What follows belongs to an exercise in optimizing a design on an open flow for small area, a short achievable clock period and few clock cycles per item; a production flow would make more cautious choices. Only simulation tests tie the RTL to the original design; equivalence was not proved.

<file path="design/flow/design.v">
module md_ctrl #(
   parameter int MULT_CYCLES = 5,
   parameter int DIV_CYCLES  = 10
) (
   input  logic        Clk,
   input  logic        Reset,
   input  logic        Start,
   input  logic [2:0]  Op,
   input  logic [31:0] A,
   input  logic [31:0] B,
   input  logic        Flush,
   output logic        Busy,
   output logic [31:0] HI,
   output logic [31:0] LO
);
   localparam int MAXC = (MULT_CYCLES > DIV_CYCLES) ?
                         MULT_CYCLES : DIV_CYCLES;
   localparam int CW   = $clog2(MAXC + 1);
   typedef enum logic {
      S_IDLE,
      S_RUN
   } state_t;
   state_t          r_state;
   state_t          w_state_n;
   logic [CW-1:0]   r_cnt;
   logic [CW-1:0]   w_cnt_n;
   logic [1:0]      r_op;
   logic [1:0]      w_op_n;
   logic [31:0]     r_a;
   logic [31:0]     w_a_n;
   logic [31:0]     r_b;
   logic [31:0]     w_b_n;
   logic [31:0]     r_hi;
   logic [31:0]     w_hi_n;
   logic [31:0]     r_lo;
   logic [31:0]     w_lo_n;
   logic            w_sgn;
   logic            w_a_neg;
   logic            w_b_neg;
   logic [63:0]     w_a_ext;
   logic [63:0]     w_b_ext;
   logic [63:0]     w_prod;
   logic [31:0]     w_a_mag;
   logic [31:0]     w_b_mag;
   logic [31:0]     w_dvs;
   logic [31:0]     w_uq;
   logic [31:0]     w_ur;
   logic [31:0]     w_quo;
   logic [31:0]     w_rem;
   logic            w_b_zero;
   always_comb begin
      w_sgn    = ~r_op[0];
      w_a_neg  = w_sgn & r_a[31];
      w_b_neg  = w_sgn & r_b[31];
      w_a_ext  = {{32{w_a_neg}}, r_a};
      w_b_ext  = {{32{w_b_neg}}, r_b};
      w_prod   = w_a_ext * w_b_ext;
      w_a_mag  = w_a_neg ? (32'd0 - r_a) : r_a;
      w_b_mag  = w_b_neg ? (32'd0 - r_b) : r_b;
      w_b_zero = (r_b == 32'd0);
      w_dvs    = w_b_zero ? 32'd1 : w_b_mag;
      w_uq     = w_a_mag / w_dvs;
      w_ur     = w_a_mag % w_dvs;
      w_quo    = (w_a_neg ^ w_b_neg) ? (32'd0 - w_uq) : w_uq;
      w_rem    = w_a_neg ? (32'd0 - w_ur) : w_ur;
   end
   always_comb begin
      w_state_n = r_state;
      w_cnt_n   = r_cnt;
      w_op_n    = r_op;
      w_a_n     = r_a;
      w_b_n     = r_b;
      w_hi_n    = r_hi;
      w_lo_n    = r_lo;
      case (r_state)
         S_IDLE: begin
            if (Start && !Flush) begin
               case (Op)
                  3'd0, 3'd1: begin
                     w_state_n = S_RUN;
                     w_cnt_n   = CW'(MULT_CYCLES);
                     w_op_n    = Op[1:0];
                     w_a_n     = A;
                     w_b_n     = B;
                  end
                  3'd2, 3'd3: begin
                     w_state_n = S_RUN;
                     w_cnt_n   = CW'(DIV_CYCLES);
                     w_op_n    = Op[1:0];
                     w_a_n     = A;
                     w_b_n     = B;
                  end
                  3'd4:    w_hi_n = A;
                  3'd5:    w_lo_n = A;
                  default: ;
               endcase
            end
         end
         S_RUN: begin
            if (Flush) begin
               w_state_n = S_IDLE;
               w_cnt_n   = '0;
            end else if (r_cnt == CW'(1)) begin
               w_state_n = S_IDLE;
               w_cnt_n   = '0;
               if (!r_op[1]) begin
                  w_hi_n = w_prod[63:32];
                  w_lo_n = w_prod[31:0];
               end else if (!w_b_zero) begin
                  w_hi_n = w_rem;
                  w_lo_n = w_quo;
               end
            end else begin
               w_cnt_n = r_cnt - CW'(1);
            end
         end
         default: begin
            w_state_n = S_IDLE;
            w_cnt_n   = '0;
         end
      endcase
   end
   always_ff @(posedge Clk) begin
      if (!Reset) begin
         r_state <= S_IDLE;
         r_cnt   <= '0;
         r_op    <= '0;
         r_a     <= '0;
         r_b     <= '0;
         r_hi    <= '0;
         r_lo    <= '0;
      end else begin
         r_state <= w_state_n;
         r_cnt   <= w_cnt_n;
         r_op    <= w_op_n;
         r_a     <= w_a_n;
         r_b     <= w_b_n;
         r_hi    <= w_hi_n;
         r_lo    <= w_lo_n;
      end
   end
   assign Busy = (r_state == S_RUN);
   assign HI   = r_hi;
   assign LO   = r_lo;
endmodule
</file>
<file path="design/flow/run.sh">
#!/bin/bash
# synth_recipe.tcl (not shown) runs the flow's synth.tcl, then flattens the netlist and writes it again
# the make line also repeats each setting of config.mk as NAME=value (left out here)
make -C /OpenROAD-flow-scripts/flow DESIGN_CONFIG=/design/flow/config.mk WORK_HOME=/design/flow/orfs CLKGATE_MAP_FILE= SYNTH_SCRIPT=/design/flow/synth_recipe.tcl finish
</file>
<file path="design/flow/config.mk">
export PLATFORM = sky130hd
export DESIGN_NAME = md_ctrl
export DESIGN_NICKNAME = md_ctrl
export VERILOG_FILES = /design/flow/design.v
export SDC_FILE = /design/flow/constraint.sdc
export NUM_CORES = 4
export LEC_CHECK = 0
export CAP_MARGIN = 20
export CORE_MARGIN = 2
export CORE_UTILIZATION = 40
export SLEW_MARGIN = 20
</file>
<file path="design/flow/constraint.sdc">
create_clock -name core_clock -period 80.0 [get_ports {Clk}]
set_input_delay 16.0000 -clock core_clock [delete_from_list [all_inputs] [get_ports {Clk}]]
set_output_delay 16.0000 -clock core_clock [all_outputs]
set_load 0.01 [all_outputs]
</file>
==> results.txt <==
==> synthesized netlist by cell type (45+ instances only) <==
cell      count  share of area, %
a211oi_1     74              0.71
o31ai_1      63              0.60
xnor2_1     348               3.9
nand4_1      75              0.60
and2_1      294               2.3
nand2b_1     89              0.71
a21oi_1     622               4.0
and3_1       51              0.41
a21boi_0    100              0.96
nand2_1    1626               7.8
buf_1       118              0.57
nor3_1      185               1.2
nor2b_1      56              0.45
o21a_1      133               1.3
ha_1        748                12
dfxtp_1     135               3.5
o21bai_1     56              0.54
fa_1       1126                29
nor4_1       45              0.36
inv_1      1277               6.1
or3_1        67              0.54
clkbuf_1    360               1.7
nor2_1      665               3.2
xor2_1      226               2.5
or2_2        50              0.40
a21o_1      193               1.9
o211ai_1    123               1.2
o21ai_0     376               2.4
a31oi_1     108              0.86
nand3_1     210               1.3
==> through the flow <==
step / std cells
after global placement: 14342
final: 14406
after global routing: 14397
after CTS: 14381
after floorplan: 10218
after detailed placement: 14344
==> area by class of cell <==
cell class              instances  area [um^2]
flip-flops and latches        135         2759
inverters                    1284         4823
fillers                     19080        97500
well taps                    2624         3283
repair buffers               2024        15920
multi-input cells            8296        69910
clock buffers                  18        450.4
clock inverters                14        125.1
diodes                         11        27.53
==> cell usage in the layout, fill, tap and decap left out, types with 134 or more instances in the layout <==
cell | netlist | routed
ha_1 | 748 | 746
a21oi_1 | 622 | 604
and2_1 | 294 | 294
xnor2_1 | 348 | 339
xor2_1 | 226 | 216
fa_1 | 1126 | 1126
nor3_1 | 185 | 173
nand3_1 | 210 | 207
clkdlybuf4s50_1 | 0 | 134
nor2_1 | 665 | 652
buf_4 | 5 | 1852
a21o_1 | 193 | 193
nand2_1 | 1626 | 1624
inv_1 | 1277 | 1274
o21ai_0 | 376 | 353
==> worst max-delay path, delay by kind of cell (launching register included) <==
family	cells	cell delay [ns]
buffers and inverters	61	11.36
adders and majority gates	32	10.02
muxes	8	2.67
and+or+nand+nor	102	19.00
xor gates and xnor gates	2	0.44
DFF	1	0.39
AOI/OAI and AO/OA	140	32.49
==> flip-flops by register name, indices dropped and copies added, names as in the netlist <==
signal and cells:
r_a 32, r_b 32, r_cnt 4, r_hi 32, r_lo 32, r_op 2, r_state 1
==> worst paths after layout <==
path	from	end	slack, ns	depth (start not counted)
setup / recovery	r_b[0]$_SDFFE_PN0P_	r_lo[25]$_SDFFE_PN0P_	3.19	345
setup reg to reg	r_b[0]$_SDFFE_PN0P_	r_lo[25]$_SDFFE_PN0P_	3.19	345
hold reg to reg	r_hi[10]$_SDFFE_PN0P_	r_hi[10]$_SDFFE_PN0P_	0.47	2
hold / removal	r_hi[10]$_SDFFE_PN0P_	r_hi[10]$_SDFFE_PN0P_	0.47	2
==> layer usage <==
metal  GRT usage (%)  up-vias
met4           32.38        8
met1           52.28    42265
met5               0        -
met3           7.905     1450
li1                -    37206
met2           66.80     4890
==> logic make-up after synthesis <==
kind of cell	Yosys count	synth area share, %
multiplexers	64	0.8805
AND/OR/NAND/NOR	3526	20.69
buffers and inverters	1787	8.639
flip-flops	135	3.452
AO/OA/AOI/OAI	2257	19.15
XOR/XNOR	575	6.442
adder cells (fa/ha/maj)	1874	40.74
==> what timing repair did <==
item                                    CTS  global route
buffers inserted                          5            14
pin swaps                                 3            12
endpoints found under the setup margin   64            64
endpoints found under the hold margin     0             0
gates cloned                              0             0
gates resized for setup                  36           143
==> flow_summary.toml <==
[hold_path]
hold_path.class = "flop to flop"

[sta]
setup_tns_ns = 0
fin_crit_sh_pct = 96.01
post-route-min-period_ns = 76.81
whs_ns = 0.4718
finalHoldViolCount = 0
slew_headroom_pct = 18.40
final_max_slew_viol_count = 0
worst_pin_slew_ns = 1.214
skew_ns = 0.03031
fmax_mhz = 13.02
setup_ws_ns = 3.193
setup_violations = 0

[placed_design]
place_ws_ns = -3.863
gp_congestion = 1.109
portBuffers = 135
placed_area_um2 = 95820
dp_hpwl_mm = 349.6

[floorplan]
die_area_um2 = 199300
die_h_um = 446.4
fp.dieW_um = 446.4
coreArea_um2 = 194800
pin_count = 136
initial_utilization_pct = 40.20
rows = 162

[routing]
vias_per_cell = 5.957
wl_mm = 429.5
top_layer = "met5"
wl_met3_mm = 38.12
route.met2.wl_mm = 187.6
ant_nets = 0
dr.pass1.iters = 9
drtIter0Drc = 8668
drc = 0
vias = 85819
wl_per_cell_um = 29.82
wl_met1_mm = 162.7

[critical_path]
max_stage_delay_ns = 0.67
worstSetupPathType = "flop to flop"
cp_common_cell = "buf_4"
worst_ep_required_time_ns = 80.39
path_max_fanout = 22
endpoint_kind = "flop"
arrival_ns = 77.20
worstSetupStartpointType = "flop"
critPathSlowestCell = "or4_1"

[clock_tree]
cts_tree = "built"
cts_buffers = 17
clkTransAtPathRegs_ns = 0.08
clock_sinks = 135
root_buffer = "clkbuf_16"
clock_latency_ns = 0.52
ctsHoldBuffers = 0
clockBufferDepth = 2
h-tree-depth = 4

[grt]
grt_pass1_vias = 87689
grt_pass1_wl_mm = 614.4
grt_start_max_net_pins = 72
track_usage_pct = 42.74
overflow = 0
antenna_found_initial = 24

[synth]
ys_ff_latch = 135
avgSynthCellArea_um2 = 7.663
yosysWarnings = 1
syn-instance-count = 10218
seq_area_frac_synth_pct = 3.452
synthArstFlopShare_pct = 0
syn_nets = 12163
synth_ff_type = "dfxtp_1"
synth_cell_types = 117
syn_area_um2 = 78300
synth_edf_count = 0

[cells_and_area]
drive_above_1_share_pct = 19.59
fin_nets = 13703
final_core_util_pct = 49.95
syn_to_final_growth_pct = 24.26
final_cell_area_um2 = 97290

[job]
maxCapViolCount = 0

[run_status]
status = "finished clean"

[pwr]
Testbench counts, summed over its fixed seeds: cycles 34,620, items 4,800.

==> what the ideal ports hide <==
The flow's constraints put no driver on any port. The routed layout listed below was extracted and timed again, unchanged, in two steps. Step 1 sets driving cells, clkbuf_16 on the clock port and buf_2 on the other inputs (assumed; they add their load-dependent delay and slew). Step 2, shift: input delay + t, output delay - t, t = (earliest + latest rising clock arrival at the registers) / 2. This alone moves slack from input paths to output paths. Slacks: ideal / step 1 / step 2; pairs: ideal / step 1.
t, ns: 0.574
slack for setup (ns): 3.193 / 3.193 / 3.193
worst register clock-pin slew, ns: 0.09 / 0.09
pins driven straight from the clock port: 1
After both steps this run still meets setup and hold. For this run, drivers alone change the setup slack by 0.000 ns; drivers and shift together by 0.000 ns.
